This is an optimization exercise on Yosys and OpenROAD, whose aim is small area, a short achievable clock period and few clock cycles per item, not a production implementation.
The RTL was checked by simulation tests, not by an equivalence proof against the original design.
Power is estimated from default activity; no workload was simulated.

--- flow/design.v ---
package tthf_pkg;
    localparam int RUN_COUNT_MAX = 255;
    localparam int RUN_W         = 8;
    localparam int SWC_W         = 8;
    localparam int POS_W  = 16;
    localparam int ID_W   = 16;
    localparam int THR_W  = 16;
    localparam int MAG_W  = POS_W;               
    localparam int ACC_W  = 2 * MAG_W + 2;       
    localparam int ROOT_W = ACC_W / 2;
    localparam int REM_W  = ROOT_W + 2;
    localparam logic [1:0] CFG_FAST_SWITCH = 2'd0;
    localparam logic [1:0] CFG_SLOW_SWITCH = 2'd1;
    localparam logic [1:0] CFG_STABLE_THR  = 2'd2;
    localparam logic [SWC_W-1:0] FAST_SWITCH_RST = 8'd2;
    localparam logic [SWC_W-1:0] SLOW_SWITCH_RST = 8'd4;
    localparam logic [THR_W-1:0] STABLE_THR_RST  = 16'd100;
    localparam logic [1:0] MODE_NONE   = 2'd0;
    localparam logic [1:0] MODE_SINGLE = 2'd1;
    localparam logic [1:0] MODE_MULTI  = 2'd2;
endpackage
import tthf_pkg::*;
module target_track_hysteresis_filter
(
    input  logic                    i_clk,
    input  logic                    i_rst_n,
    input  logic                    i_in_valid,
    output logic                    o_in_ready,
    input  logic                    i_box_present,
    input  logic [ID_W-1:0]         i_box_id,
    input  logic signed [POS_W-1:0] i_pos_x,
    input  logic signed [POS_W-1:0] i_pos_y,
    input  logic signed [POS_W-1:0] i_pos_z,
    input  logic                    i_frame_last,
    output logic                    o_out_valid,
    input  logic                    i_out_ready,
    output logic [1:0]              o_target_mode,
    output logic [ID_W-1:0]         o_target_id,
    output logic signed [POS_W-1:0] o_target_x,
    output logic signed [POS_W-1:0] o_target_y,
    output logic signed [POS_W-1:0] o_target_z,
    output logic                    o_position_stable,
    input  logic                    i_cfg_valid,
    output logic                    o_cfg_ready,
    input  logic [1:0]              i_cfg_index,
    input  logic [THR_W-1:0]        i_cfg_data
);
    localparam logic [1:0] PH_SQ   = 2'd0;
    localparam logic [1:0] PH_COR  = 2'd1;
    localparam logic [1:0] PH_ROOT = 2'd2;
    localparam logic [1:0] PH_DONE = 2'd3;
    localparam int TW = 22;
    logic [SWC_W-1:0]    r_fast;
    logic [SWC_W-1:0]    r_slow;
    logic [THR_W-1:0]    r_thr;
    logic [1:0]          r_mode, n_mode;
    logic [RUN_W-1:0]    r_run, n_run;
    logic [1:0]          r_rkind;
    logic [ID_W-1:0]     r_trk_id;
    logic [3*POS_W-1:0]  r_e0, r_e1;
    logic [1:0]          r_fill;               
    logic [ID_W-1:0]     r_cand_id;
    logic [3*POS_W-1:0]  r_cand_pos;
    logic [2:0][MAG_W-1:0] r_cm, r_co;         
    logic [2:0]          r_cms, r_cos;         
    logic [2:0]          r_gm, r_go;           
    logic [1:0]          r_cnt;                
    logic                r_prev;               
    logic                r_pend;               
    logic                r_ov;
    logic                r_stable;
    logic                r_busy;
    logic [1:0]          r_ph;
    logic                r_half;               
    logic [4:0]          r_idx;
    logic [3:0]          r_top;
    logic                r_rf;                 
    logic [ACC_W-1:0]    r_s;
    logic [REM_W-1:0]    r_r;
    logic [ROOT_W-1:0]   r_q;
    logic [ROOT_W-1:0]   r_qa;                 
    logic w_commit_ok, w_commit, w_acc, w_take;
    assign w_take      = r_ov && i_out_ready;
    assign w_commit_ok = (!r_ov || i_out_ready) && !r_busy && !r_rf;
    assign w_commit    = r_pend && w_commit_ok;
    assign o_in_ready  = !r_busy && !r_rf && (!r_pend || !r_ov || i_out_ready);
    assign w_acc       = i_in_valid && o_in_ready;
    assign o_cfg_ready = 1'b1;
    logic [ID_W-1:0]     w_base_trk;
    logic [1:0]          w_base_cnt;
    logic                w_base_prev;
    logic                w_take_item, w_match;
    logic [3*POS_W-1:0]  w_h0, w_h1;           
    logic [3*POS_W-1:0]  w_in_pos;
    logic [2:0][MAG_W-1:0] w_im, w_io;
    logic [2:0]          w_ims, w_ios;
    assign w_base_trk  = (r_pend && r_cnt != 2'd0) ? r_cand_id : r_trk_id;
    assign w_base_cnt  = r_pend ? 2'd0 : r_cnt;
    assign w_base_prev = r_pend ? 1'b0 : r_prev;
    assign w_match     = (i_box_id == w_base_trk);
    assign w_take_item = i_box_present && !w_base_prev &&
                         (w_match || w_base_cnt == 2'd0 || i_box_id < r_cand_id);
    assign w_h0        = (r_pend && !r_rf) ? r_cand_pos : r_e0;
    assign w_h1        = (r_pend && !r_rf) ? r_e0 : r_e1;
    assign w_in_pos    = r_rf ? r_cand_pos : {i_pos_x, i_pos_y, i_pos_z};
    always_comb begin
        for (int k = 0; k < 3; k++) begin
            logic [POS_W:0] dm, dn;
            dm = {w_in_pos[k*POS_W + POS_W-1], w_in_pos[k*POS_W +: POS_W]} -
                 {w_h0[k*POS_W + POS_W-1], w_h0[k*POS_W +: POS_W]};
            dn = {w_in_pos[k*POS_W + POS_W-1], w_in_pos[k*POS_W +: POS_W]} -
                 {w_h1[k*POS_W + POS_W-1], w_h1[k*POS_W +: POS_W]};
            w_ims[k] = dm[POS_W];
            w_im[k]  = dm[POS_W-1:0] ^ {POS_W{dm[POS_W]}};
            w_ios[k] = dn[POS_W];
            w_io[k]  = dn[POS_W-1:0] ^ {POS_W{dn[POS_W]}};
        end
    end
    logic [2:0]          w_igm, w_igo;         
    assign w_igm = {w_im[1] >= w_im[2], w_im[0] >= w_im[2], w_im[0] >= w_im[1]};
    assign w_igo = {w_io[1] >= w_io[2], w_io[0] >= w_io[2], w_io[0] >= w_io[1]};
    function automatic logic [2*TW-1:0] csa(input logic [TW-1:0] a, input logic [TW-1:0] b,
                                            input logic [TW-1:0] c);
        logic [TW-1:0] cy;
        cy  = (a & b) | (a & c) | (b & c);
        csa = {cy[TW-2:0], 1'b0, a ^ b ^ c};
    endfunction
    logic [MAG_W-1:0]    w_mxm, w_mxo;         
    logic [THR_W:0]      w_c;                  
    logic                w_full, w_zero, w_sure0, w_sure1, w_amb;
    always_comb begin
        w_mxm = (r_gm[0] && r_gm[1]) ? r_cm[0] : ((!r_gm[0] && r_gm[2]) ? r_cm[1] : r_cm[2]);
        w_mxo = (r_go[0] && r_go[1]) ? r_co[0] : ((!r_go[0] && r_go[2]) ? r_co[1] : r_co[2]);
    end
    logic [TW-1:0] w_p0, w_p1, w_p2, w_p3, w_p4, w_p5, w_pp, w_pq;
    logic [TW-1:0] w_sv, w_nc, w_nc2;
    logic [TW-1:0] w_u0, w_u1, w_u2, w_u3, w_u4, w_u5, w_u6, w_u7;
    logic [TW-1:0] w_l0, w_l1, w_m0, w_m1;
    logic [TW-1:0] w_sum0, w_sum1, w_sum2;
    assign w_c   = {r_thr, 1'b0};
    assign w_nc  = ~(TW'(w_c));                           
    assign w_nc2 = ~(TW'({w_c, 1'b0}));                   
    assign {w_p1, w_p0} = csa(TW'(r_cm[0]), TW'(r_cm[1]), TW'(r_cm[2]));
    assign {w_p3, w_p2} = csa(TW'(r_co[0]), TW'(r_co[1]), TW'(r_co[2]));
    assign {w_p5, w_p4} = csa(w_p0, w_p1, w_p2);
    assign {w_pq, w_pp} = csa(w_p4, w_p5, w_p3);
    assign w_sv  = TW'(r_cms[0]) + TW'(r_cms[1]) + TW'(r_cms[2]) + TW'(r_cos[0]) +
                   TW'(r_cos[1]) + TW'(r_cos[2]) + TW'(3);
    assign {w_u1, w_u0} = csa(w_pp, w_pq, TW'(w_mxm));
    assign {w_u3, w_u2} = csa(TW'(w_mxo), w_nc2, w_sv);
    assign {w_u5, w_u4} = csa(w_u0, w_u1, w_u2);
    assign {w_u7, w_u6} = csa(w_u4, w_u5, w_u3);
    assign {w_l1, w_l0} = csa(w_pp, w_pq, w_nc2 - TW'(3));
    assign {w_m1, w_m0} = csa(TW'(w_mxm), TW'(w_mxo), w_nc);
    assign w_sum0 = w_m0 + w_m1 + TW'(1);
    assign w_sum1 = w_l0 + w_l1;
    assign w_sum2 = w_u6 + w_u7;
    assign w_full  = (r_fill == 2'd2);
    assign w_zero  = !(|{r_cm, r_co, r_cms, r_cos});
    assign w_sure0 = !w_full || w_zero || !w_sum0[TW-1] || !w_sum1[TW-1];
    assign w_sure1 = w_sum2[TW-1];
    assign w_amb   = !w_sure0 && !w_sure1;
    logic [MAG_W-1:0]    w_or;
    logic [3:0]          w_msb;
    assign w_or = r_cm[0] | r_cm[1] | r_cm[2] | r_co[0] | r_co[1] | r_co[2];
    always_comb begin
        w_msb = '0;
        for (int b = 0; b < MAG_W; b++) begin
            if (w_or[b]) w_msb = 4'(b);
        end
    end
    logic [ACC_W-1:0]    w_s_n;
    logic [REM_W-1:0]    w_r_n;
    logic [ROOT_W-1:0]   w_q_n;
    always_comb begin
        logic [MAG_W:0]   op0, op1, op2;
        logic [ACC_W-1:0] base;
        if (r_ph == PH_COR) begin
            op0  = r_cos[0] ? {r_co[0], 1'b1} : '0;
            op1  = r_cos[1] ? {r_co[1], 1'b1} : '0;
            op2  = r_cos[2] ? {r_co[2], 1'b1} : '0;
            base = r_s;
        end else begin
            op0  = r_co[0][r_idx[3:0]] ? {1'b0, r_co[0]} : '0;
            op1  = r_co[1][r_idx[3:0]] ? {1'b0, r_co[1]} : '0;
            op2  = r_co[2][r_idx[3:0]] ? {1'b0, r_co[2]} : '0;
            base = {r_s[ACC_W-2:0], 1'b0};
        end
        w_s_n = base + ACC_W'(op0) + ACC_W'(op1) + ACC_W'(op2);
    end
    always_comb begin
        logic [1:0]       pr;
        logic [REM_W+2:0] d;
        pr = 2'(r_s >> {r_idx, 1'b0});
        d  = {1'b0, r_r, pr} - {2'b00, r_q, 2'b01};
        if (!d[REM_W+2]) begin
            w_r_n = REM_W'(d);
            w_q_n = {r_q[ROOT_W-2:0], 1'b1};
        end else begin
            w_r_n = {r_r[REM_W-3:0], pr};
            w_q_n = {r_q[ROOT_W-2:0], 1'b0};
        end
    end
    logic [ROOT_W+2:0]   w_tq;                 
    assign w_tq = {2'b00, r_q} + {2'b00, r_qa} - {1'b0, w_c};
    always_comb begin
        logic ge_fast, ge_slow, z_fast, z_slow;
        logic none_s, single_f, single_s, multi_f, multi_s;
        if (r_rkind != r_cnt) begin
            n_run = 8'd1;
        end else begin
            n_run = (r_run == 8'(RUN_COUNT_MAX)) ? r_run : r_run + 1'b1;
        end
        ge_fast  = (n_run >= r_fast);
        ge_slow  = (n_run >= r_slow);
        z_fast   = (r_fast == '0);
        z_slow   = (r_slow == '0);
        none_s   = (r_cnt == 2'd0) ? ge_slow : z_slow;
        single_f = (r_cnt == 2'd1) ? ge_fast : z_fast;
        single_s = (r_cnt == 2'd1) ? ge_slow : z_slow;
        multi_f  = (r_cnt == 2'd2) ? ge_fast : z_fast;
        multi_s  = (r_cnt == 2'd2) ? ge_slow : z_slow;
        n_mode = r_mode;
        case (r_mode)
            MODE_NONE: begin
                if (single_f)     n_mode = MODE_SINGLE;
                else if (multi_f) n_mode = MODE_MULTI;
            end
            MODE_SINGLE: begin
                if (none_s)       n_mode = MODE_NONE;
                else if (multi_s) n_mode = MODE_MULTI;
            end
            default: begin
                if (single_s)     n_mode = MODE_SINGLE;
                else if (none_s)  n_mode = MODE_NONE;
            end
        endcase
    end
    always_ff @(posedge i_clk) begin
        if (!i_rst_n) begin
            r_fast       <= FAST_SWITCH_RST;
            r_slow       <= SLOW_SWITCH_RST;
            r_thr        <= STABLE_THR_RST;
            r_mode       <= MODE_NONE;
            r_run        <= '0;
            r_trk_id     <= '0;
            r_e0         <= '0;
            r_cand_pos   <= '0;
            r_fill       <= '0;
            r_cnt        <= '0;
            r_prev       <= 1'b0;
            r_pend       <= 1'b0;
            r_ov         <= 1'b0;
            r_busy       <= 1'b0;
            r_rf         <= 1'b0;
        end else begin
            if (i_cfg_valid) begin
                case (i_cfg_index)
                    CFG_FAST_SWITCH: r_fast <= i_cfg_data[SWC_W-1:0];
                    CFG_SLOW_SWITCH: r_slow <= i_cfg_data[SWC_W-1:0];
                    CFG_STABLE_THR:  r_thr  <= i_cfg_data;
                    default: ;
                endcase
            end
            if (w_take) r_ov <= 1'b0;
            if (w_commit) begin
                r_mode       <= n_mode;
                r_run        <= n_run;
                r_rkind      <= r_cnt;
                if (r_cnt != 2'd0) begin
                    r_trk_id <= r_cand_id;
                    r_e0     <= r_cand_pos;
                end
                r_fill <= (r_fill == 2'd2) ? 2'd2 : r_fill + 2'd1;
                r_pend <= 1'b0;
                r_cnt  <= 2'd0;
                r_prev <= 1'b0;
                if (!w_amb) begin
                    r_cm  <= '0;
                    r_cms <= '0;
                    r_gm  <= 3'b111;
                end
                if (w_amb) begin
                    r_busy <= 1'b1;
                end else begin
                    r_ov <= 1'b1;
                end
            end
            if (w_acc && w_take_item) begin
                r_cand_pos <= w_in_pos;
                if (!(w_commit && w_amb)) begin
                    r_cm  <= w_im;
                    r_cms <= w_ims;
                    r_gm  <= w_igm;
                end
            end
            if (r_rf) begin
                r_cm  <= w_im;
                r_cms <= w_ims;
                r_gm  <= w_igm;
            end
            r_rf <= r_busy && r_ph == PH_DONE;
            if (w_acc) begin
                if (i_box_present) begin
                    r_cnt <= (w_base_cnt == 2'd2) ? 2'd2 : w_base_cnt + 2'd1;
                    if (w_take_item && w_match) r_prev <= 1'b1;
                end
                if (i_frame_last) r_pend <= 1'b1;
            end
            if (r_busy && r_ph == PH_DONE) begin
                r_busy <= 1'b0;
                r_ov   <= 1'b1;
            end
        end
    end
    always_ff @(posedge i_clk) begin
        if (w_commit) begin
            r_e1     <= r_e0;
            if (!w_amb) begin
                r_co  <= r_cm;
                r_cos <= r_cms;
                r_go  <= r_gm;
            end
            r_stable <= !w_sure0;
            r_ph     <= PH_SQ;
            r_half   <= 1'b0;
            r_idx    <= {1'b0, w_msb};
            r_top    <= w_msb;
            r_s      <= '0;
        end
        if (w_acc && w_take_item) begin
            r_cand_id <= i_box_id;
            if (!(w_commit && w_amb)) begin
                r_co  <= w_io;
                r_cos <= w_ios;
                r_go  <= w_igo;
            end
        end
        if (r_rf) begin
            r_co  <= w_io;
            r_cos <= w_ios;
            r_go  <= w_igo;
        end
        if (r_busy) begin
            case (r_ph)
                PH_SQ: begin
                    r_s <= w_s_n;
                    if (r_idx == 5'd0) r_ph <= PH_COR;
                    else r_idx <= r_idx - 5'd1;
                end
                PH_COR: begin
                    r_s   <= w_s_n;
                    r_ph  <= PH_ROOT;
                    r_idx <= {1'b0, r_top} + 5'd1;
                    r_r   <= '0;
                    r_q   <= '0;
                end
                PH_ROOT: begin
                    r_r <= w_r_n;
                    r_q <= w_q_n;
                    if (r_idx == 5'd0) begin
                        if (r_half) begin
                            r_ph <= PH_DONE;
                        end else begin
                            r_ph   <= PH_SQ;
                            r_half <= 1'b1;
                            r_idx  <= {1'b0, r_top};
                            r_s    <= '0;
                            r_qa   <= w_q_n;
                            r_co   <= r_cm;
                            r_cos  <= r_cms;
                        end
                    end else begin
                        r_idx <= r_idx - 5'd1;
                    end
                end
                default: begin
                    r_stable <= (|{r_q, r_qa}) && w_tq[ROOT_W+2];
                end
            endcase
        end
    end
    assign o_out_valid       = r_ov;
    assign o_target_mode     = r_mode;
    assign o_target_id       = r_trk_id;
    assign o_target_x        = r_e0[3*POS_W-1:2*POS_W];
    assign o_target_y        = r_e0[2*POS_W-1:POS_W];
    assign o_target_z        = r_e0[POS_W-1:0];
    assign o_position_stable = r_stable;
endmodule
--- flow/run.sh ---
#!/bin/bash
# synth_recipe.tcl (not shown) runs the flow's synth.tcl, then flattens the netlist and writes it again
# the make line also repeats each setting of config.mk as NAME=value (left out here)
make -C /OpenROAD-flow-scripts/flow DESIGN_CONFIG=/design/flow/config.mk WORK_HOME=/design/flow/orfs CLKGATE_MAP_FILE= SYNTH_SCRIPT=/design/flow/synth_recipe.tcl finish
--- flow/config.mk ---
export PLATFORM = sky130hd
export DESIGN_NAME = target_track_hysteresis_filter
export DESIGN_NICKNAME = target_track_hysteresis_filter
export VERILOG_FILES = /design/flow/design.v
export SDC_FILE = /design/flow/constraint.sdc
export NUM_CORES = 4
export LEC_CHECK = 0
export CAP_MARGIN = 20
export CORE_MARGIN = 2
export CORE_UTILIZATION = 55
export SETUP_SLACK_MARGIN = 2.5
export SLEW_MARGIN = 20
--- flow/constraint.sdc ---
create_clock -name core_clock -period 8.0 [get_ports {i_clk}]
set_input_delay 1.6000 -clock core_clock [delete_from_list [all_inputs] [get_ports {i_clk}]]
set_output_delay 1.6000 -clock core_clock [all_outputs]
set_load 0.01 [all_outputs]
==> flow_summary.yaml, run 1 <==
timing:
  rsz0062_at_grt: "true"
  worst_slew_pin_slew_ns: 1.126
  finalSetupViolations: 0
  timing.fmax_ghz: 0.1558
  hold_ws_ns: 0.4781
  slew_viol_final: 0
  hold_violations: 0
  clock_skew_ns: 0.02926
  fin_crit_ns: 6.417
  finalCritPeriodShare: 0.8021
  slew_headroom: 0.2466
  fin_setup_tns_ns: 0
status:
  status: "complete, no violations"
clocking:
  clock_latency_ns: 0.65
  hold_buffers: 0
  cts.sinks: 437
  cts_max_level: 2
  clk_pin_slew_worst_paths_ns: 0.07
  cts_buffers: 52
  clk_path_buf_depth: 3
  cts-root-buf: "clkbuf_16"
  cts_tree: "done"
worst_setup_path:
  crit_fanout: 8
  path_delay_family: "adder cells"
  start_kind: "flop"
  r2r-start: "r_cm[18]$_DFFE_PP_"
  cp-end-kind: "flop"
  critical_path.startpoint: "r_cm[18]$_DFFE_PP_"
  cp_num_buf_inv: 10
  slowest_delay_ns: 0.56
  cp.required_ns: 8.44
  crit_type: "flop to flop"
  r2r_setup_slack_ns: 1.58
  arrival_ns: 6.86
  slowest_stage: "fa_2"
placed_design:
  gp_congestion: 1.072
  numPortBuffers: 157
  dp_hpwl_um: 96200
  dpl_cell_area_sq_um: 40500
global_route:
  overflow: 0
  grt_usage: 0.3695
  grt_pass1_wl_um: 198600
  grt_max_degree: 77
  antenna_found_initial: 4
  grt_pass1_vias: 32570
hold_path:
  hold_class: "flop to flop"
  holdCritStartpoint: "r_fill[1]$_SDFFE_PN0P_"
floorplanning:
  die_x_um: 265.0
  ioPinCount: 159
  die_h_um: 265.0
  core_sq_um: 67280
  die-area_sq_um: 70200
  rows: 95
  start_util: 0.5567
power:
  vdd_drop_max_mv: 1.317
  p_leak_nw: 20.35
  p_per_area_nw_per_um2: 409.4
drt:
  drt_iter0_markers: 3303
  vias: 33240
  post_drt_wl_per_cell_um: 25.50
  via_per_inst: 6.325
  final_antenna_net_count: 0
  first_pass_iters: 9
  route.detailed.drc: 0
  totalWireLength_um: 134100
cells_and_area:
  diodes: 0
  layout-drive-gt1-share: 0.1736
  layout.nets: 5000
  final_common_cell: "inv_1"
  fin_area_sq_um: 46210
  final_util: 0.6869
  layout_common_cells: "inv_1, ha_1, nand2_1, dfxtp_1, a21oi_1"
  area_growth_pct: 23.38
yosys:
  synthCells: 4032
  syn_nets: 4693
  synthFlopType: "dfxtp_1"
  ys_async_sr_fraction: 0
  ys_seq_area_frac: 0.2809
  yosys_warnings: 1
  ys_seq_elements: 437
  syn_avg_cell_area_sq_um: 9.289
  synth.distinct_cells: 94
  syn_area_sq_um: 37450
  synth_edf_count: 177
job:
  cap_violations: 0
[per-layer routing]
metal	track usage	wire length, um	share of wire
met4	0.1487	6558	0.049
met1	0.5114	55300	0.41
met2	0.5615	58150	0.43
met5	0	54	0.00040
met3	0.08240	13990	0.10
[per-stage QoR]
stage	setup slack (ns)	std cells	total power, W
after global routing	1.522	5256	0.02067
after global placement	0.6211	4984	0.01366
final	1.583	5256	0.01892
after floorplan	1.527	4032	0.01092
after detailed placement	0.5691	4984	0.01417
after CTS	1.776	5204	0.01824
[worst paths after layout]
check | end | cells after the start
worst min register to register | r_fill[1]$_SDFFE_PN0P_ | 2
worst min-delay path | r_fill[1]$_SDFFE_PN0P_ | 2
worst max register to register | r_gm[1]$_DFFE_PP_ | 26
worst max-delay path | r_gm[1]$_DFFE_PP_ | 26
[tightest hold or removal path, delay by kind of cell (launching register included)]
| kind | cells | cell delay, ns |
|---|---|---|
| AO/OA/AOI/OAI | 1 | 0.05 |
| flip-flops | 1 | 0.32 |
| AND/OR/NAND/NOR | 1 | 0.06 |
[layout make-up]
type                       instances  area [sq um]
fill                            5163         21070
inverter                         504          1896
timing repair buffer             413          4499
multi-input combinational       2931         26250
tap                              873          1092
sequential                       437         10540
clock inverter                    33         460.4
clock buffer                      65          1474
[where the power goes]
group	total, W	switching (W)	internal, W
clock network	0.00271	0.00108	0.00164
registers	0.00278	0.000302	0.00248
logic	0.0134	0.00735	0.00607
[state kept, by name, indices dropped and copies added (netlist names), 3 cells and up]
register and cells:
r_cm 48, r_run 8, r_e1 48, r_cos 3, r_idx 5, r_go 3
r_slow 8, r_gm 3, r_co 48, r_trk_id 16, r_cand_pos 48, r_q 17
r_thr 16, r_e0 48, r_r 19, r_s 34, r_cand_id 16, r_cms 3
r_top 4, r_fast 8, r_qa 17
[Yosys cell counts (107+ instances only)]
library cell	n	share of area
a21o_1	124	0.025
a21oi_1	243	0.032
clkbuf_1	107	0.011
dfxtp_1	260	0.14
edfxtp_1	177	0.14
fa_1	200	0.11
ha_1	372	0.12
inv_1	497	0.050
mux2i_1	187	0.050
nand2_1	339	0.034
nor2_1	218	0.022
o21ai_0	159	0.021
xnor2_1	156	0.036
[kinds of logic after synthesis]
family / share of synthesized area
buffers and inverters: 0.06905
other: 0.0001001
multiplexers: 0.08371
AO/OA/AOI/OAI: 0.1694
flip-flops: 0.2809
adder cells (fa/ha/maj): 0.2314
XOR/XNOR: 0.05422
AND/OR/NAND/NOR: 0.1112
[repair_timing]
item | in CTS | in global routing
endpoints found under the setup margin | 156 | 160
pin swaps | 129 | 114
setup buffers | 95 | 45
gates cloned | 27 | 7
resized for setup | 263 | 168
Testbench counts, summed over its fixed seeds: cycles 8,894, frames 3,200.
==> run 2: changes to the inputs <==
--- a/flow/config.mk
+++ b/flow/config.mk
@@ -8,5 +8,5 @@
 export CAP_MARGIN = 20
 export CORE_MARGIN = 2
 export CORE_UTILIZATION = 55
-export SETUP_SLACK_MARGIN = 2.5
+export SETUP_SLACK_MARGIN = 3.5
 export SLEW_MARGIN = 20
==> run 2 against run 1 <==
Register-to-register slack better by 0.11 ns. Combinational power down 7%. Utilization down 2.3 points. Worst hold slack worse by 0.012 ns. Non-clock buffer count down 32. Die area unchanged. Flip-flop and latch count unchanged. Clock power down 11%. Routed wire length down 8.0%.
==> flow_summary.yaml, run 2 <==
floorplanning:
  start_util: 0.5567
  ioPinCount: 159
  die_x_um: 265.0
  core_sq_um: 67280
  die-area_sq_um: 70200
  rows: 95
  die_h_um: 265.0
yosys:
  ys_seq_elements: 437
  synthCells: 4032
  synth_most_common_cell: "inv_1"
  yosys_warnings: 1
  syn_avg_cell_area_sq_um: 9.289
  yosys-top-cells-count: "inv_1, ha_1, nand2_1"
  syn_nets: 4693
  synth_area_leader_cell: "edfxtp_1"
  ys_async_sr_fraction: 0
  yosys-top-cells-area: "edfxtp_1, dfxtp_1, ha_1"
  synthFlopType: "dfxtp_1"
  synth_edf_count: 177
  syn_area_sq_um: 37450
  netlist.area_leader.share: 0.1419
  ys_seq_area_frac: 0.2809
  synth.distinct_cells: 94
status:
  status: "complete, no violations"
timing:
  clock_skew_ns: 0.03623
  finalCritPeriodShare: 0.7915
  worst_slew_pin_slew_ns: 1.232
  hold_ws_ns: 0.4660
  fin_crit_ns: 6.332
  slew_headroom: 0.1729
  rsz0062_at_grt: "true"
  finalSetupViolations: 0
  slew_viol_final: 0
  postLayoutSetupSlackWorst_ns: 1.668
  timing.fmax_ghz: 0.1579
  hold_violations: 0
  fin_setup_tns_ns: 0
worst_setup_path:
  crit_type: "input port to flop"
  rr_worst_depth: 23
  arrival_ns: 6.68
  crit_fanout: 5
  r2r-end: "r_co[38]$_DFF_P_"
  r2r-start: "r_cms[2]$_DFFE_PP_"
  cp.required_ns: 8.35
  start_kind: "input port"
  cp-end-kind: "flop"
  r2r_setup_slack_ns: 1.69
drt:
  drt_iter0_markers: 3291
  first_pass_iters: 7
  totalWireLength_um: 123300
  route.detailed.drc: 0
  post_drt_wl_per_cell_um: 23.61
  via_per_inst: 6.105
  vias: 31880
  final_antenna_net_count: 0
cells_and_area:
  layout_common_cells: "inv_1, ha_1, nand2_1, dfxtp_1, a21oi_1"
  fillers: 5614
  area_growth_pct: 19.23
  final_common_cell: "inv_1"
  diodes: 0
  layout.nets: 4965
  final_util: 0.6638
  layout-drive-gt1-share: 0.1469
clocking:
  cts.sinks: 437
  clk_path_buf_depth: 3
  clk_pin_slew_worst_paths_ns: 0.06
  cts-root-buf: "clkbuf_16"
  cts_tree: "done"
  cts_buffers: 53
  cts_max_level: 2
  clock_latency_ns: 0.63
global_route:
  antenna_found_initial: 0
  grt_max_degree: 92
  grt_usage: 0.3401
  overflow: 0
  grt_pass1_wl_um: 183400
  grt_pass1_vias: 30140
placed_design:
  numPortBuffers: 157
  dpl_worst_slack_ns: 0.6506
  gp_congestion: 1.034
  dp_hpwl_um: 91780
power:
  p_leak_nw: 19.70
  vdd_drop_max_mv: 1.240
  p_per_area_nw_per_um2: 393.6
hold_path:
  hold_class: "flop to flop"
  hold_depth: 2
  min_to: "r_fill[0]$_SDFFE_PN0P_"
  holdCritStartpoint: "r_fill[0]$_SDFFE_PN0P_"
job:
  cap_violations: 0
run 2: cell types whose count changed in the layout (fill, tap and decap cells not counted), sizes merged, moves of 2 or more:
cell         change
bufinv           -9
and4             -2
clkinvlp         +2
buf             -38
clkbuf          +17
dlygate4sd2      +2
clkinv           -2
run 2: cell families (layout without fill, tap and decap cells):
kind of cell / after synthesis / in the layout / synth area share
buffers and inverters: 669 / 985 / 0.06905
flip-flops: 437 / 437 / 0.2809
adder cells (fa/ha/maj): 573 / 573 / 0.2314
XOR/XNOR: 225 / 225 / 0.05422
AND/OR/NAND/NOR: 901 / 902 / 0.1112
AO/OA/AOI/OAI: 948 / 948 / 0.1694
multiplexers: 278 / 278 / 0.08371
other: 1 / 1 / 0.0001001
run 2: worst max-delay path by stage:
| stage | startpoint | cells after the start | end |
|---|---|---|---|
| 2_1_floorplan | i_pos_y[0] | 29 | r_gm[0]$_DFFE_PP_ |
| 3_3_place_gp | i_pos_z[0] | 26 | r_gm[1]$_DFFE_PP_ |
| 3_5_place_dp | i_pos_z[0] | 26 | r_gm[1]$_DFFE_PP_ |
| 4_1_cts | i_pos_y[2] | 26 | r_gm[0]$_DFFE_PP_ |
| 5_1_grt | i_pos_z[2] | 23 | r_gm[1]$_DFFE_PP_ |
| 6_report | i_pos_z[2] | 23 | r_gm[1]$_DFFE_PP_ |
run 2: timing repair:
| item | 4_1_cts | 5_1_grt |
|---|---|---|
| gates resized for setup | 103 | 138 |
| hold buffers | 0 | 0 |
| setup endpoints to repair | 179 | 178 |
| gates cloned | 4 | 16 |
| hold endpoints to repair | 0 | 0 |
| buffers inserted | 81 | 41 |
| pin swaps | 63 | 82 |
run 2: layer usage:
metal | global-route usage | vias to the layer above | wire (um)
met2 | 0.5210 | 1384 | 53700
met4 | 0.1069 | 0 | 4405
met5 | 0 | - | 0
li1 | - | 14800 | -
met3 | 0.06521 | 225 | 11850
met1 | 0.4856 | 15470 | 53330
run 2: power by group:
part	switching, W	internal (W)
clock network	0.00104	0.00136
logic	0.00686	0.00555
registers	0.000293	0.00248
run 2: per-stage QoR:
step | instances | total power (W) | instance area, sq um
6_report | 5222 | 0.01758 | 44660
5_1_grt | 5222 | 0.01939 | 44660
4_1_cts | 5165 | 0.01714 | 43400
3_5_place_dp | 4980 | 0.01410 | 40610
3_3_place_gp | 4980 | 0.01392 | 40610
2_1_floorplan | 4032 | 0.01100 | 38140
run 2: critical path, cell delays in order:
cell and delay (ns):
clkdlybuf4s50_1 0.40, mux2_2 0.34, ha_4 0.27, a21o_1 0.16
a21o_1 0.21, a2111oi_4 0.36, o31ai_2 0.13, o221a_2 0.25
or3_4 0.36, nand2_4 0.09, a31oi_4 0.14, xnor2_1 0.42
ha_1 0.32, a21o_1 0.16, a21o_1 0.17, a21o_1 0.17
a21o_1 0.18, a21oi_2 0.12, o21ai_1 0.08, a31oi_1 0.13
o21ai_1 0.08, o41ai_1 0.39, a32oi_1 0.13
run 2: final cells by class:
cell class              instances  area [sq um]  area share
repair buffers                381          3820     0.08554
clock buffers                  76          1515     0.03393
clock inverters                24         197.7    0.004427
multi-input cells            2927         25590      0.5731
flip-flops and latches        437         10530      0.2358
well taps                     873          1092     0.02446
inverters                     504          1907     0.04270
==> run 3: changes to the inputs <==
--- a/flow/config.mk
+++ b/flow/config.mk
@@ -7,6 +7,6 @@
 export LEC_CHECK = 0
 export CAP_MARGIN = 20
 export CORE_MARGIN = 2
-export CORE_UTILIZATION = 55
-export SETUP_SLACK_MARGIN = 3.5
+export CORE_UTILIZATION = 50
+export SETUP_SLACK_MARGIN = 1.0
 export SLEW_MARGIN = 20
==> run 3 against run 2 <==
Die area is 9.8% higher. Routed wire length is 6.1% lower. First-iteration DRC count is 13% lower. Synthesized cell count stayed put. Clock power is 8.3% higher. Power is 7.4% lower. Sequential share of layout area is 1.3 points higher. Global-route usage is 4.3 points lower. Fmax is 5.3% lower. Critical endpoint is now r_gm[2]$_DFFE_PP_. Largest cell class unchanged.
==> flow_summary.yaml, run 3 <==
clocking:
  clock_latency_ns: 0.63
  cts_max_level: 2
  clk_pin_slew_worst_paths_ns: 0.06
  clk_path_buf_depth: 3
  cts-root-buf: "clkbuf_16"
  cts.sinks: 437
  cts_tree: "done"
  cts_buffers: 53
  hold_buffers: 0
placed_design:
  dpl_cell_area_sq_um: 40200
  dp_hpwl_um: 90470
  numPortBuffers: 157
  gp_congestion: 1.016
yosys:
  yosys_warnings: 1
  syn_avg_cell_area_sq_um: 9.289
  syn_nets: 4693
  synthSimpleGateAreaFrac: 0.1112
  synthCells: 4032
  synth_mux_area_frac: 0.08371
  ys_async_sr_fraction: 0
  synth_edf_count: 177
  synth_top_family_by_area: "adder cells"
  synth_compound_area_frac: 0.1694
  yosys-top-cells-count: "inv_1, ha_1, nand2_1"
  yosys-top-cells-area: "edfxtp_1, dfxtp_1, ha_1"
  ys_seq_area_frac: 0.2809
  synth_area_leader_cell: "edfxtp_1"
  netlist.area_leader.share: 0.1419
  synth_most_common_cell: "inv_1"
  synth.distinct_cells: 94
  ys_seq_elements: 437
  synthFlopType: "dfxtp_1"
  syn_area_sq_um: 37450
  synth_xor_area_frac: 0.05422
  synth_fa_ha_area_frac: 0.2314
power:
  p_per_area_nw_per_um2: 385.1
  p_leak_nw: 18.61
  vdd_drop_max_mv: 0.5145
cells_and_area:
  final-seq-area_sq_um: 10520
  final_common_cell: "inv_1"
  multi_input_area_sq_um: 24580
  fin_area_sq_um: 42260
  fillers: 6844
  layout.nets: 4812
  area_growth_pct: 12.82
  layout_common_cells: "inv_1, ha_1, nand2_1, dfxtp_1, a21oi_1"
  layout-drive-gt1-share: 0.07628
drt:
  drt_iter0_markers: 2873
  totalWireLength_um: 115800
  post_drt_wl_per_cell_um: 22.41
  via_per_inst: 5.891
  first_pass_iters: 7
  route.detailed.drc: 0
  final_antenna_net_count: 0
  vias: 30430
worst_setup_path:
  slowest_delay_ns: 0.46
  rr_worst_depth: 23
  r2r-start: "r_cms[2]$_DFFE_PP_"
  r2r-end: "r_gm[0]$_DFFE_PP_"
  crit_top_cell: "a21o_1"
  start_kind: "input port"
  critical_path.startpoint: "i_pos_y[0]"
  crit_path_end: "r_gm[2]$_DFFE_PP_"
  crit_cells: 27
  crit_fanout: 9
  cp-end-kind: "flop"
  r2r_setup_slack_ns: 1.34
  arrival_ns: 7.04
  path_delay_family: "compound AO/OA/AOI/OAI gates"
  cp_num_buf_inv: 4
  crit_type: "input port to flop"
  slowest_stage: "o41a_4"
  cp.required_ns: 8.35
floorplanning:
  start_util: 0.5040
  die_x_um: 277.7
  rows: 100
  core_sq_um: 74320
  ioPinCount: 159
  die_h_um: 277.7
  die-area_sq_um: 77110
timing:
  fin_crit_ns: 6.689
  worst_slew_pin_slew_ns: 1.076
  finalCritPeriodShare: 0.8361
  fin_setup_tns_ns: 0
  slew_headroom: 0.2798
  clock_skew_ns: 0.03990
  timing.fmax_ghz: 0.1495
  slew_viol_final: 0
  rsz0062_at_grt: "true"
  finalSetupViolations: 0
  hold_violations: 0
global_route:
  grt_pass1_wl_um: 177900
  grt_usage: 0.2970
  grt_pass1_vias: 29380
  overflow: 0
  antenna_found_initial: 3
  grt_max_degree: 85
hold_path:
  hold_class: "flop to flop"
  hold_depth: 2
job:
  cap_violations: 0
status:
  status: "complete, no violations"
[run 3: cell counts after synthesis]
No cell type changed its count.
[run 3: worst register-to-register path: stages, from the launching register on]
cell and delay (ns):
edfxtp_1 0.55, inv_1 0.10, ha_1 0.30, fa_1 0.45, fa_1 0.46, fa_1 0.45, xor2_1 0.19, fa_1 0.51
inv_1 0.06, fa_1 0.46, fa_1 0.51, inv_1 0.04, ha_1 0.27, a31o_2 0.24, a21o_1 0.17, a21oi_1 0.15
o21ai_1 0.11, a22oi_1 0.18, buf_4 0.22, or3_1 0.20, a21oi_4 0.10, buf_12 0.24, a211oi_1 0.34, a32oi_1 0.08
[run 3: final cells by class]
class                           count  share of cell area
Multi-Input combinational cell   2926              0.5816
Antenna cell                        1          0.00005922
Tap cell                          969             0.02869
Inverter                          504             0.04483
Sequential cell                   437              0.2490
Clock inverter                     27            0.006751
Clock buffer                       72             0.03799
Timing Repair Buffer              229             0.05102
[run 3: logic make-up (layout without fill, tap and decap cells)]
family	count (synthesis)	count (layout)
and+or+nand+nor	901	901
xor gates and xnor gates	225	225
AOI/OAI and AO/OA	948	948
other	1	2
muxes	278	278
adders and majority gates	573	573
buffers and inverters	669	832
DFF	437	437
[run 3: repair_timing]
item / CTS / global route
pin swaps: 0 / 4
gates resized for setup: 2 / 28
setup buffers: 0 / 1
setup endpoints to repair: 2 / 34
[run 3: routing by layer]
layer	routed length (um)	global-route usage
met1	52920	0.4334
met2	50850	0.4562
met3	8114	0.03891
met4	3855	0.09300
met5	8	0
[run 3: worst min path at each step]
stage / from / end / slack (ns)
5_1_grt: r_run[5]$_SDFFE_PN0P_ / r_run[5]$_SDFFE_PN0P_ / 0.49
4_1_cts: r_fill[0]$_SDFFE_PN0P_ / r_fill[0]$_SDFFE_PN0P_ / 0.47
3_5_place_dp: r_fill[0]$_SDFFE_PN0P_ / r_fill[0]$_SDFFE_PN0P_ / 0.46
3_3_place_gp: r_fill[0]$_SDFFE_PN0P_ / r_fill[0]$_SDFFE_PN0P_ / 0.45
6_report: r_cand_pos[37]$_SDFFE_PN0P_ / r_e0[37]$_SDFFE_PN0P_ / 0.47
2_1_floorplan: r_cnt[0]$_SDFF_PN0_ / r_rkind[0]$_DFFE_PP_ / 0.40
[run 3: where the power goes]
group	total (W)	switching [W]	internal (W)	leakage, nW
clock network	0.00260	0.00105	0.00154	0.935
registers	0.00283	0.000349	0.00248	3.76
logic	0.0108	0.00603	0.00481	13.9
total	0.0163	0.00743	0.00884	18.6
[run 3: metrics by stage]
| stage | hold WS (ns) | cells | total power [W] | utilization | setup slack, ns |
|---|---|---|---|---|---|
| floorplan | 0.4029 | 4032 | 0.01075 | - | 1.202 |
| global placement | 0.4516 | 5064 | 0.01366 | 0.5409 | 0.3136 |
| detailed placement | 0.4629 | 5064 | 0.01380 | 0.5409 | 0.2191 |
| CTS | 0.4722 | 5163 | 0.01646 | 0.5664 | 1.026 |
| global route | 0.4933 | 5164 | 0.01829 | 0.5686 | 0.9258 |
| finish | 0.4742 | 5165 | 0.01627 | 0.5686 | 1.311 |
==> run 4: changes to the inputs <==
--- a/flow/config.mk
+++ b/flow/config.mk
@@ -8,5 +8,5 @@
 export CAP_MARGIN = 20
 export CORE_MARGIN = 2
 export CORE_UTILIZATION = 50
-export SETUP_SLACK_MARGIN = 1.0
+export SETUP_SLACK_MARGIN = 2.0
 export SLEW_MARGIN = 20
==> run 4 against run 3 <==
Still clean. Sequential share of layout area fell by 1.7 points. Count of clock-buffer cells in the layout fell by 5. Combinational power rose by 17%. Utilization rose by 4.3 points. Register-to-register slack improved by 0.27 ns. Critical path type is now flop to flop. Largest cell class unchanged.
==> flow_summary.yaml, run 4 <==
status:
  status: "complete, no violations"
clocking:
  cts.sinks: 437
  cts_tree: "done"
  cts_buffers: 54
  clock_latency_ns: 0.64
  clk_pin_slew_worst_paths_ns: 0.07
  hold_buffers: 0
  cts-root-buf: "clkbuf_16"
  cts_max_level: 2
  clk_path_buf_depth: 3
timing:
  fin_crit_ns: 6.391
  clock_skew_ns: 0.04067
  timing.fmax_ghz: 0.1565
  hold_violations: 0
  worst_slew_pin_slew_ns: 1.156
  finalSetupViolations: 0
  fin_setup_tns_ns: 0
  rsz0062_at_grt: "true"
  slew_viol_final: 0
  slew_headroom: 0.2291
  finalCritPeriodShare: 0.7988
floorplanning:
  die-area_sq_um: 77110
  ioPinCount: 159
  rows: 100
  core_sq_um: 74320
  die_h_um: 277.7
  start_util: 0.5040
  die_x_um: 277.7
yosys:
  syn_area_sq_um: 37450
  netlist.area_leader.share: 0.1419
  synth_area_leader_cell: "edfxtp_1"
  synth_edf_count: 177
  syn_nets: 4693
  ys_seq_elements: 437
  ys_async_sr_fraction: 0
  synth_most_common_cell: "inv_1"
  synth.distinct_cells: 94
  yosys-top-cells-count: "inv_1, ha_1, nand2_1"
  yosys-top-cells-area: "edfxtp_1, dfxtp_1, ha_1"
  synthCells: 4032
  syn_avg_cell_area_sq_um: 9.289
  synthFlopType: "dfxtp_1"
  yosys_warnings: 1
  ys_seq_area_frac: 0.2809
worst_setup_path:
  slowest_delay_ns: 0.56
  crit_type: "flop to flop"
  cp_num_buf_inv: 8
  path_delay_family: "adder cells"
  crit_fanout: 7
  cp.required_ns: 8.51
  arrival_ns: 6.90
  slowest_stage: "fa_2"
  crit_top_cell: "fa_2"
  start_kind: "flop"
  cp-end-kind: "flop"
cells_and_area:
  final_common_cell: "inv_1"
  fillers: 6394
  layout_common_cells: "inv_1, ha_1, nand2_1, dfxtp_1, a21oi_1"
  layout-drive-gt1-share: 0.1549
  area_growth_pct: 21.44
  final_util: 0.6120
  layout.nets: 4986
global_route:
  antenna_found_initial: 2
  grt_usage: 0.3193
  grt_max_degree: 65
  overflow: 0
  grt_pass1_wl_um: 190600
  grt_pass1_vias: 31100
power:
  p_per_area_nw_per_um2: 396.6
  vdd_drop_max_mv: 0.6921
  p_leak_nw: 20.03
drt:
  final_antenna_net_count: 0
  route.detailed.drc: 0
  via_per_inst: 5.982
  drt_iter0_markers: 3304
  totalWireLength_um: 125200
  vias: 31950
  first_pass_iters: 7
  post_drt_wl_per_cell_um: 23.44
placed_design:
  numPortBuffers: 157
  dp_hpwl_um: 90990
  gp_congestion: 1.010
job:
  cap_violations: 0
hold_path:
  hold_class: "flop to flop"
## run 4: cell counts after synthesis
No cell type changed its count.
## run 4: power breakdown
group	switching, W	internal (W)
clock	0.00109	0.00157
sequential	0.000278	0.00248
combinational	0.00690	0.00572
## run 4: layout make-up
type,count,area [sq um],area share
inverters,504,1897,0.04170
well taps,969,1212,0.02666
flip-flops and latches,437,10540,0.2317
clock buffers,67,1463,0.03216
multi-input cells,2930,25610,0.5630
repair buffers,398,4333,0.09526
diodes,2,5.005,0.0001100
clock inverters,34,429.2,0.009436
## run 4: stage by stage
step / std cells / cell area (sq um) / setup WS, ns / hold slack, ns / total power, W
after detailed placement: 5076 / 40450 / 0.6668 / 0.4551 / 0.01393
final: 5341 / 45480 / 1.609 / 0.4610 / 0.01804
after floorplan: 4032 / 37650 / 1.525 / 0.4029 / 0.01078
after CTS: 5296 / 44710 / 1.591 / 0.4628 / 0.01756
after global placement: 5076 / 40450 / 0.7303 / 0.4427 / 0.01375
after global routing: 5340 / 45480 / 1.466 / 0.4734 / 0.01997
## run 4: per-layer routing
metal,wire length [um],vias to the layer above,GRT usage
met3,10710,287,0.06098
li1,-,14890,-
met2,55100,1350,0.4900
met4,5544,0,0.1292
met5,0,-,0
met1,53860,15430,0.4427
## run 4: repair_timing
action,CTS,global route
gates cloned,28,1
setup endpoints to repair,127,120
gates resized for setup,245,132
pin swaps,92,49
buffers inserted,91,41
## run 4: cells by family (layout without fill, tap and decap cells)
kind of cell               after synthesis  after routing  synth area share
buffers and inverters                  669           1003           0.06905
DFF                                    437            437            0.2809
and+or+nand+nor                        901            904            0.1112
adders and majority gates              573            573            0.2314
muxes                                  278            278           0.08371
AOI/OAI and AO/OA                      948            949            0.1694
other                                    1              3         0.0001001
xor gates and xnor gates               225            225           0.05422
## run 4: final timing paths
kind                               startpoint  depth (start not counted)               endpoint  slack (ns)
setup / recovery           r_cms[2]$_DFFE_PP_                         26       r_co[33]$_DFF_P_        1.61
hold / removal    r_cand_pos[35]$_SDFFE_PN0P_                          2  r_e0[35]$_SDFFE_PN0P_        0.46
setup reg to reg           r_cms[2]$_DFFE_PP_                         26       r_co[33]$_DFF_P_        1.61
hold reg to reg   r_cand_pos[35]$_SDFFE_PN0P_                          2  r_e0[35]$_SDFFE_PN0P_        0.46
## run 4: worst min-delay path: cells and delay by family (launching register included)
family,cells,cell delay [ns]
AO/OA/AOI/OAI,1,0.05
flip-flops,1,0.33
AND/OR/NAND/NOR,1,0.06
==> run 5: changes to the inputs <==
--- a/flow/config.mk
+++ b/flow/config.mk
@@ -8,5 +8,5 @@
 export CAP_MARGIN = 20
 export CORE_MARGIN = 2
 export CORE_UTILIZATION = 50
-export SETUP_SLACK_MARGIN = 2.0
+export SETUP_SLACK_MARGIN = 1.5
 export SLEW_MARGIN = 20
==> run 5 against run 4 <==
First-iteration DRC count fell by 11%. Still clean. Power shrank 6.9%. Combinational power shrank 9%. Clock skew fell by 0.014 ns. Setup slack improved by 0.027 ns. Routed wire length fell by 5.8%. Worst hold slack worse by 0.0041 ns. Sequential share of layout area up 1.4 points. Synthesized area is the same.
==> flow_summary.yaml, run 5 <==
status:
  status: "complete, no violations"
timing:
  finalCritPeriodShare: 0.7954
  hold_violations: 0
  finalSetupViolations: 0
  hold_ws_ns: 0.4569
  clock_skew_ns: 0.02712
  worst_slew_pin_slew_ns: 1.095
  rsz0062_at_grt: "true"
  slew_viol_final: 0
  fin_crit_ns: 6.363
  fin_setup_tns_ns: 0
  slew_headroom: 0.2699
  timing.fmax_ghz: 0.1572
placed_design:
  numPortBuffers: 157
  gp_congestion: 1.032
  dpl_cell_area_sq_um: 40390
  dp_hpwl_um: 90890
cells_and_area:
  final_common_cell: "inv_1"
  area_growth_pct: 14.60
  fin_area_sq_um: 42920
  layout_common_cells: "inv_1, ha_1, nand2_1, dfxtp_1, a21oi_1"
  layout-drive-gt1-share: 0.09637
  layout.nets: 4860
global_route:
  overflow: 0
  grt_pass1_wl_um: 179500
  antenna_found_initial: 0
  grt_max_degree: 137
  grt_usage: 0.2990
  grt_pass1_vias: 29520
worst_setup_path:
  arrival_ns: 6.85
  cp.required_ns: 8.48
  crit_top_cell: "fa_1"
  start_kind: "flop"
  slowest_stage: "fa_1"
  slowest_delay_ns: 0.61
  crit_type: "flop to flop"
  crit_fanout: 45
  cp-end-kind: "flop"
  path_cells: "fa_1 > inv_1 > fa_1 > fa_2 > fa_1 > fa_1 > inv_1 > fa_1 > ha_1 > a21o_1 > a21o_1 > a21oi_1 > o2111ai_1 > a22oi_2 > buf_6 > or3_4 > a21oi_4 > clkbuf_16 > nor3_1 > a221o_1"
drt:
  final_antenna_net_count: 0
  totalWireLength_um: 117900
  route.detailed.drc: 0
  post_drt_wl_per_cell_um: 22.61
  vias: 30810
  drt_iter0_markers: 2930
  first_pass_iters: 7
  via_per_inst: 5.909
yosys:
  synth_most_common_cell: "inv_1"
  synthFlopType: "dfxtp_1"
  syn_area_sq_um: 37450
  ys_seq_elements: 437
  ys_seq_area_frac: 0.2809
  syn_avg_cell_area_sq_um: 9.289
  synth_area_leader_cell: "edfxtp_1"
  yosys-top-cells-count: "inv_1, ha_1, nand2_1"
  netlist.area_leader.share: 0.1419
  yosys-top-cells-area: "edfxtp_1, dfxtp_1, ha_1"
  syn_nets: 4693
  synthCells: 4032
  synth.distinct_cells: 94
  yosys_warnings: 1
  synth_edf_count: 177
  ys_async_sr_fraction: 0
clocking:
  clk_pin_slew_worst_paths_ns: 0.06
  cts.sinks: 437
  clk_path_buf_depth: 3
  cts_buffers: 53
  cts_tree: "done"
  clock_latency_ns: 0.62
  cts_max_level: 2
  cts-root-buf: "clkbuf_16"
power:
  p_per_area_nw_per_um2: 391.4
  power_w: 0.01680
  vdd_drop_max_mv: 0.6204
  p_leak_nw: 18.92
floorplanning:
  die-area_sq_um: 77110
  core_sq_um: 74320
  die_x_um: 277.7
  ioPinCount: 159
  start_util: 0.5040
  rows: 100
  die_h_um: 277.7
job:
  cap_violations: 0
hold_path:
  hold_class: "flop to flop"
==> run 5: area by class of cell <==
class,count,area [sq um]
clock inverters,23,251.5
multi-input cells,2926,24870
repair buffers,277,2640
flip-flops and latches,437,10530
fillers,6760,31400
diodes,1,2.502
clock buffers,77,1529
inverters,504,1894
well taps,969,1212
==> run 5: cell families (layout without fill, tap and decap cells) <==
family	Yosys count	count (layout)	synth area share
compound gates	948	948	0.1694
simple gates	901	901	0.1112
buf+inv	669	881	0.06905
fa+ha+maj	573	573	0.2314
flops	437	437	0.2809
mux	278	278	0.08371
xor+xnor	225	225	0.05422
other cells	1	2	0.0001001
==> run 5: stage by stage <==
stage          utilization  worst slack, ns  std cells
3_5_place_dp        0.5434           0.4974       5072
6_report            0.5775            1.637       5214
4_1_cts             0.5709            1.431       5185
2_1_floorplan            -            1.498       4032
3_3_place_gp        0.5434           0.5599       5072
5_1_grt             0.5775            1.471       5213
==> run 5: repair_timing <==
action,in CTS,in global routing
pin swaps,16,56
hold buffers,0,0
cloned,0,4
gates resized for setup,31,63
endpoints found under the setup margin,114,119
setup buffers,13,24
==> run 5: worst max-delay path, delay by kind of cell (launching register included) <==
kind                       cells  cell delay, ns
AOI/OAI and AO/OA              7            1.20
adders and majority gates      7            3.34
buffers and inverters          4            0.58
DFF                            1            0.57
and+or+nand+nor                2            0.51
==> run 5: worst paths after layout <==
kind / startpoint / to / slack (ns) / depth (start not counted)
worst max-delay path: r_cm[26]$_DFFE_PP_ / r_co[34]$_DFF_P_ / 1.64 / 20
worst min-delay path: r_fill[0]$_SDFFE_PN0P_ / r_fill[0]$_SDFFE_PN0P_ / 0.46 / 2
worst max register to register: r_cm[26]$_DFFE_PP_ / r_co[34]$_DFF_P_ / 1.64 / 20
worst min register to register: r_fill[0]$_SDFFE_PN0P_ / r_fill[0]$_SDFFE_PN0P_ / 0.46 / 2
==> run 5: per-layer routing <==
metal	vias up	wire, um	global-route usage
met5	-	0	0
met2	1108	51730	0.4603
met4	0	3074	0.07872
met1	14970	53910	0.4345
li1	14580	-	-
met3	154	9197	0.04995
==> run 5: where the power goes <==
group / internal (W) / switching [W] / leakage [nW]
combinational: 0.00512 / 0.00642 / 14.3
sequential: 0.00248 / 0.000295 / 3.76
clock: 0.00146 / 0.00103 / 0.873
total: 0.00906 / 0.00774 / 18.9
==> run 6: changes to the inputs <==
--- a/flow/design.v
+++ b/flow/design.v
@@ -70,15 +70,14 @@
     logic                r_ov;
     logic                r_stable;
     logic                r_busy;
+    logic                r_rf;                 
     logic [1:0]          r_ph;
     logic                r_half;               
     logic [4:0]          r_idx;
-    logic [3:0]          r_top;
-    logic                r_rf;                 
-    logic [ACC_W-1:0]    r_s;
+    logic [ACC_W:0]      r_s;                  
     logic [REM_W-1:0]    r_r;
     logic [ROOT_W-1:0]   r_q;
-    logic [ROOT_W-1:0]   r_qa;                 
+    logic [ROOT_W-1:0]   r_k;                  
     logic w_commit_ok, w_commit, w_acc, w_take;
     assign w_take      = r_ov && i_out_ready;
     assign w_commit_ok = (!r_ov || i_out_ready) && !r_busy && !r_rf;
@@ -160,33 +159,37 @@
     assign w_sure0 = !w_full || w_zero || !w_sum0[TW-1] || !w_sum1[TW-1];
     assign w_sure1 = w_sum2[TW-1];
     assign w_amb   = !w_sure0 && !w_sure1;
-    logic [MAG_W-1:0]    w_or;
-    logic [3:0]          w_msb;
-    assign w_or = r_cm[0] | r_cm[1] | r_cm[2] | r_co[0] | r_co[1] | r_co[2];
+    logic [4:0]          w_cmsb;
     always_comb begin
-        w_msb = '0;
-        for (int b = 0; b < MAG_W; b++) begin
-            if (w_or[b]) w_msb = 4'(b);
+        w_cmsb = '0;
+        for (int b = 0; b <= THR_W; b++) begin
+            if (w_c[b]) w_cmsb = 5'(b);
         end
     end
-    logic [ACC_W-1:0]    w_s_n;
+    logic [ACC_W:0]      w_s_n;
     logic [REM_W-1:0]    w_r_n;
     logic [ROOT_W-1:0]   w_q_n;
     always_comb begin
-        logic [MAG_W:0]   op0, op1, op2;
-        logic [ACC_W-1:0] base;
+        logic [MAG_W:0]   op0, op1, op2, opk;
+        logic [MAG_W:0]   x0, x1, x2;
+        logic [ACC_W:0]   base;
+        x0 = {1'b0, r_co[0]};
+        x1 = {1'b0, r_co[1]};
+        x2 = {1'b0, r_co[2]};
         if (r_ph == PH_COR) begin
             op0  = r_cos[0] ? {r_co[0], 1'b1} : '0;
             op1  = r_cos[1] ? {r_co[1], 1'b1} : '0;
             op2  = r_cos[2] ? {r_co[2], 1'b1} : '0;
+            opk  = '0;
             base = r_s;
         end else begin
-            op0  = r_co[0][r_idx[3:0]] ? {1'b0, r_co[0]} : '0;
-            op1  = r_co[1][r_idx[3:0]] ? {1'b0, r_co[1]} : '0;
-            op2  = r_co[2][r_idx[3:0]] ? {1'b0, r_co[2]} : '0;
-            base = {r_s[ACC_W-2:0], 1'b0};
+            op0  = x0[r_idx] ? x0 : '0;
+            op1  = x1[r_idx] ? x1 : '0;
+            op2  = x2[r_idx] ? x2 : '0;
+            opk  = (r_half && r_k[r_idx]) ? r_k : '0;
+            base = {r_s[ACC_W-1:0], 1'b0};
         end
-        w_s_n = base + ACC_W'(op0) + ACC_W'(op1) + ACC_W'(op2);
+        w_s_n = base + (ACC_W+1)'(op0) + (ACC_W+1)'(op1) + (ACC_W+1)'(op2) - (ACC_W+1)'(opk);
     end
     always_comb begin
         logic [1:0]       pr;
@@ -201,8 +204,11 @@
             w_q_n = {r_q[ROOT_W-2:0], 1'b0};
         end
     end
-    logic [ROOT_W+2:0]   w_tq;                 
-    assign w_tq = {2'b00, r_q} + {2'b00, r_qa} - {1'b0, w_c};
+    logic [ROOT_W+1:0]   w_k;                  
+    logic                w_kle0, w_fin;
+    assign w_k    = {1'b0, w_c} - {2'b00, r_q};
+    assign w_kle0 = w_k[ROOT_W+1] || (w_k == '0);
+    assign w_fin  = r_busy && (r_ph == PH_DONE) && (r_half || w_kle0);
     always_comb begin
         logic ge_fast, ge_slow, z_fast, z_slow;
         logic none_s, single_f, single_s, multi_f, multi_s;
@@ -299,7 +305,7 @@
                 r_cms <= w_ims;
                 r_gm  <= w_igm;
             end
-            r_rf <= r_busy && r_ph == PH_DONE;
+            r_rf <= w_fin;
             if (w_acc) begin
                 if (i_box_present) begin
                     r_cnt <= (w_base_cnt == 2'd2) ? 2'd2 : w_base_cnt + 2'd1;
@@ -307,7 +313,7 @@
                 end
                 if (i_frame_last) r_pend <= 1'b1;
             end
-            if (r_busy && r_ph == PH_DONE) begin
+            if (w_fin) begin
                 r_busy <= 1'b0;
                 r_ov   <= 1'b1;
             end
@@ -324,8 +330,7 @@
             r_stable <= !w_sure0;
             r_ph     <= PH_SQ;
             r_half   <= 1'b0;
-            r_idx    <= {1'b0, w_msb};
-            r_top    <= w_msb;
+            r_idx    <= w_cmsb;
             r_s      <= '0;
         end
         if (w_acc && w_take_item) begin
@@ -350,8 +355,8 @@
                 end
                 PH_COR: begin
                     r_s   <= w_s_n;
-                    r_ph  <= PH_ROOT;
-                    r_idx <= {1'b0, r_top} + 5'd1;
+                    r_ph  <= r_half ? PH_DONE : PH_ROOT;
+                    r_idx <= w_cmsb + 5'd1;       
                     r_r   <= '0;
                     r_q   <= '0;
                 end
@@ -359,23 +364,25 @@
                     r_r <= w_r_n;
                     r_q <= w_q_n;
                     if (r_idx == 5'd0) begin
-                        if (r_half) begin
-                            r_ph <= PH_DONE;
-                        end else begin
-                            r_ph   <= PH_SQ;
-                            r_half <= 1'b1;
-                            r_idx  <= {1'b0, r_top};
-                            r_s    <= '0;
-                            r_qa   <= w_q_n;
-                            r_co   <= r_cm;
-                            r_cos  <= r_cms;
-                        end
+                        r_ph <= PH_DONE;
                     end else begin
                         r_idx <= r_idx - 5'd1;
                     end
                 end
                 default: begin
-                    r_stable <= (|{r_q, r_qa}) && w_tq[ROOT_W+2];
+                    if (r_half) begin
+                        r_stable <= r_s[ACC_W];
+                    end else if (w_kle0) begin
+                        r_stable <= 1'b0;
+                    end else begin
+                        r_ph   <= PH_SQ;
+                        r_half <= 1'b1;
+                        r_idx  <= w_cmsb;
+                        r_s    <= '0;
+                        r_k    <= w_k[ROOT_W-1:0];
+                        r_co   <= r_cm;
+                        r_cos  <= r_cms;
+                    end
                 end
             endcase
         end
--- a/flow/config.mk
+++ b/flow/config.mk
@@ -7,6 +7,6 @@
 export LEC_CHECK = 0
 export CAP_MARGIN = 20
 export CORE_MARGIN = 2
-export CORE_UTILIZATION = 50
-export SETUP_SLACK_MARGIN = 1.5
+export CORE_UTILIZATION = 55
+export SETUP_SLACK_MARGIN = 3.5
 export SLEW_MARGIN = 20
==> run 6 against run 5 <==
Still clean. Synthesized cell count grew 2.0%. Flip-flop and latch count shrank 3. Clock power grew 4%. Via count grew 7.9%. Worst hold slack gained 0.016 ns. Sequential power grew 4%. Synthesized area grew 4.4%. Die area shrank 5.0%. Critical endpoint is now r_co[9]$_DFF_P_.
==> flow_summary.yaml, run 6 <==
power:
  p_leak_nw: 20.31
  power.internal_w: 0.01260
  power.share.switching: 0.4666
  p_comb_frac: 0.768
  power_w: 0.02362
  switching_power_w: 0.01102
  p_per_area_nw_per_um2: 494.3
  sequentialPowerShare: 0.122
  vdd_drop_max_mv: 0.5827
  p_clk_frac: 0.110
yosys:
  yosys_warnings: 1
  synth_edf_count: 173
  syn_nets: 4811
  netlist.area_leader.share: 0.1336
  ys_seq_area_frac: 0.2665
  ys_seq_elements: 434
  synth_area_leader_cell: "dfxtp_1"
  syn_area_sq_um: 39100
  synthFlopType: "dfxtp_1"
  yosys-top-cells-count: "ha_1, nand2_1, inv_1"
  synth.distinct_cells: 110
  syn_avg_cell_area_sq_um: 9.506
  synthCells: 4113
  ys_async_sr_fraction: 0
  yosys-top-cells-area: "dfxtp_1, edfxtp_1, ha_1"
  synth_most_common_cell: "ha_1"
clocking:
  clk_pin_slew_worst_paths_ns: 0.06
  cts_max_level: 2
  clock_latency_ns: 0.66
  cts.sinks: 434
  clk_path_buf_depth: 3
  cts_buffers: 53
  cts_tree: "done"
  cts-root-buf: "clkbuf_16"
placed_design:
  numPortBuffers: 157
  dp_cells: 5102
  dp_hpwl_um: 91900
  dpl_worst_slack_ns: 0.8753
  gp_congestion: 0.9652
floorplanning:
  core_sq_um: 70150
  ioPinCount: 159
  rows: 97
  die-area_sq_um: 73240
  start_util: 0.5574
  die_h_um: 270.6
  die_x_um: 270.6
worst_setup_path:
  crit_type: "flop to flop"
  crit_top_cell: "fa_1"
  crit_fanout: 5
  arrival_ns: 6.97
  slowest_delay_ns: 0.57
  cp.required_ns: 8.52
  path_cells: "fa_1 > inv_1 > fa_1 > fa_1 > fa_1 > fa_1 > fa_1 > inv_1 > ha_1 > nand4_1 > o21ai_2 > a311o_1 > a21oi_2 > o21ai_2 > nand3_4 > o22a_4 > or2_4 > buf_6 > or4_4 > o221a_4"
  cp-end-kind: "flop"
  start_kind: "flop"
  slowest_stage: "fa_1"
timing:
  slew_viol_final: 0
  fin_setup_tns_ns: 0
  postLayoutSetupSlackWorst_ns: 1.556
  fin_crit_ns: 6.444
  rsz0062_at_grt: "true"
  timing.fmax_ghz: 0.1552
  hold_violations: 0
  hold_ws_ns: 0.4731
  clock_skew_ns: 0.04135
  slew_headroom: 0.2160
  worst_slew_pin_slew_ns: 1.168
  finalSetupViolations: 0
  finalCritPeriodShare: 0.8055
drt:
  route.detailed.drc: 0
  post_drt_wl_per_cell_um: 24.23
  final_antenna_net_count: 0
  vias: 33250
  via_per_inst: 6.171
  totalWireLength_um: 130600
  first_pass_iters: 10
  drt_iter0_markers: 2724
cells_and_area:
  layout_common_cells: "ha_1, nand2_1, inv_1, dfxtp_1, fa_1"
  fillers: 5610
  layout-drive-gt1-share: 0.1880
  area_growth_pct: 22.19
  layout.nets: 5100
  layout.cells.non_filler: 5388
  final_common_cell: "ha_1"
hold_path:
  hold_class: "flop to flop"
status:
  status: "complete, no violations"
global_route:
  grt_pass1_wl_um: 195000
  overflow: 0
  antenna_found_initial: 1
  grt_usage: 0.3427
  grt_pass1_vias: 32680
  grt_max_degree: 134
job:
  cap_violations: 0
## run 6: final cells by class
type                            instances  area [sq um]  area share
Antenna cell                            1         2.502  0.00005238
Clock buffer                           71          1525     0.03193
Clock inverter                         29         356.6    0.007464
Inverter                              357          1346     0.02818
Multi-Input combinational cell       3150         28540      0.5974
Sequential cell                       434         10460      0.2190
Tap cell                              940          1176     0.02462
Timing Repair Buffer                  406          4364     0.09135
## run 6: cells by family after synthesis
kind of cell,share of synthesized area
AND/OR/NAND/NOR,0.1316
AO/OA/AOI/OAI,0.1712
adder cells (fa/ha/maj),0.2337
buffers and inverters,0.05488
flip-flops,0.2665
multiplexers,0.08739
XOR/XNOR,0.05466
other,0.00009591
## run 6: path summary, 6_finish.rpt
check / start / end / slack, ns / cells after the start
worst min-delay path: r_fill[0]$_SDFFE_PN0P_ / r_fill[0]$_SDFFE_PN0P_ / 0.47 / 2
worst max register to register: r_cm[5]$_DFFE_PP_ / r_co[9]$_DFF_P_ / 1.56 / 20
worst max-delay path: r_cm[5]$_DFFE_PP_ / r_co[9]$_DFF_P_ / 1.56 / 20
worst min register to register: r_fill[0]$_SDFFE_PN0P_ / r_fill[0]$_SDFFE_PN0P_ / 0.47 / 2
## run 6: critical path: cells and delay by family, from the launching register on
family | cells | cell delay, ns
AO/OA/AOI/OAI | 6 | 1.15
adder cells (fa/ha/maj) | 7 | 3.36
buffers and inverters | 3 | 0.27
AND/OR/NAND/NOR | 4 | 1.00
flip-flops | 1 | 0.52
## run 6: timing repair
| item | CTS | global route |
|---|---|---|
| gates resized for setup | 177 | 187 |
| hold endpoints to repair | 0 | 0 |
| buffers inserted | 81 | 76 |
| hold buffers | 0 | 0 |
| endpoints found under the setup margin | 198 | 185 |
| gates cloned | 15 | 13 |
| pin swaps | 76 | 85 |
## run 6: metal layers
metal	vias up	routed length [um]	global-route usage
met2	1453	59020	0.5522
met1	15920	51570	0.4316
met5	-	0	0
met3	530	10960	0.06781
li1	15350	-	-
met4	0	9027	0.1905
## run 6: metrics by stage
step | util | instance area (sq um)
after CTS | 0.6572 | 46100
after global routing | 0.6810 | 47770
after floorplan | - | 40120
after global placement | 0.6045 | 42410
final | 0.6810 | 47770
after detailed placement | 0.6046 | 42410
## run 6: power groups by stage
stage          Combinational, W  Sequential, W  Clock, W
6_report                 0.0181        0.00288   0.00260
5_1_grt                  0.0201        0.00287   0.00271
4_1_cts                  0.0166        0.00284   0.00263
3_5_place_dp             0.0150        0.00290         0
3_3_place_gp             0.0148        0.00290         0
2_1_floorplan            0.0115        0.00270         0
Testbench counts of run 6, summed over its fixed seeds: cycles 8,621, frames 3,200.

## re-timing with driven ports
The results above use ideal ports. As a check the final layouts listed here were re-extracted and re-timed, cells and wires unchanged.
Step 1 sets driving cells, clkbuf_16 on the clock port and buf_2 on the other inputs (assumed; they add their load-dependent delay and slew).
Step 2 times the ports against the registers' clock, not the clock port: input delays grow and output delays shrink by t, the midpoint of the rising clock arrivals with the driver on.
Three values: ideal, step 1, step 2; two values: the first two.
| run | shift t [ns] | setup slack, ns | hold slack, ns |
|---|---|---|---|
| run 1 | 0.704 | 1.583 / 1.583 / 1.063 | 0.478 / 0.478 / 0.478 |
| run 2 | 0.680 | 1.668 / 1.686 / 1.031 | 0.466 / 0.466 / 0.466 |
| run 3 | 0.676 | 1.311 / 1.336 / 0.680 | 0.474 / 0.474 / 0.474 |
| run 4 | 0.693 | 1.609 / 1.609 / 1.045 | 0.461 / 0.461 / 0.461 |
| run 5 | 0.671 | 1.637 / 1.637 / 1.074 | 0.457 / 0.457 / 0.457 |
| run 6 | 0.714 | 1.556 / 1.556 / 0.903 | 0.473 / 0.473 / 0.473 |
After both steps setup and hold are still met in every run listed. The setup slack of run 6, which loses most, moves by 0.000 ns with the drivers and by -0.653 ns with both steps.
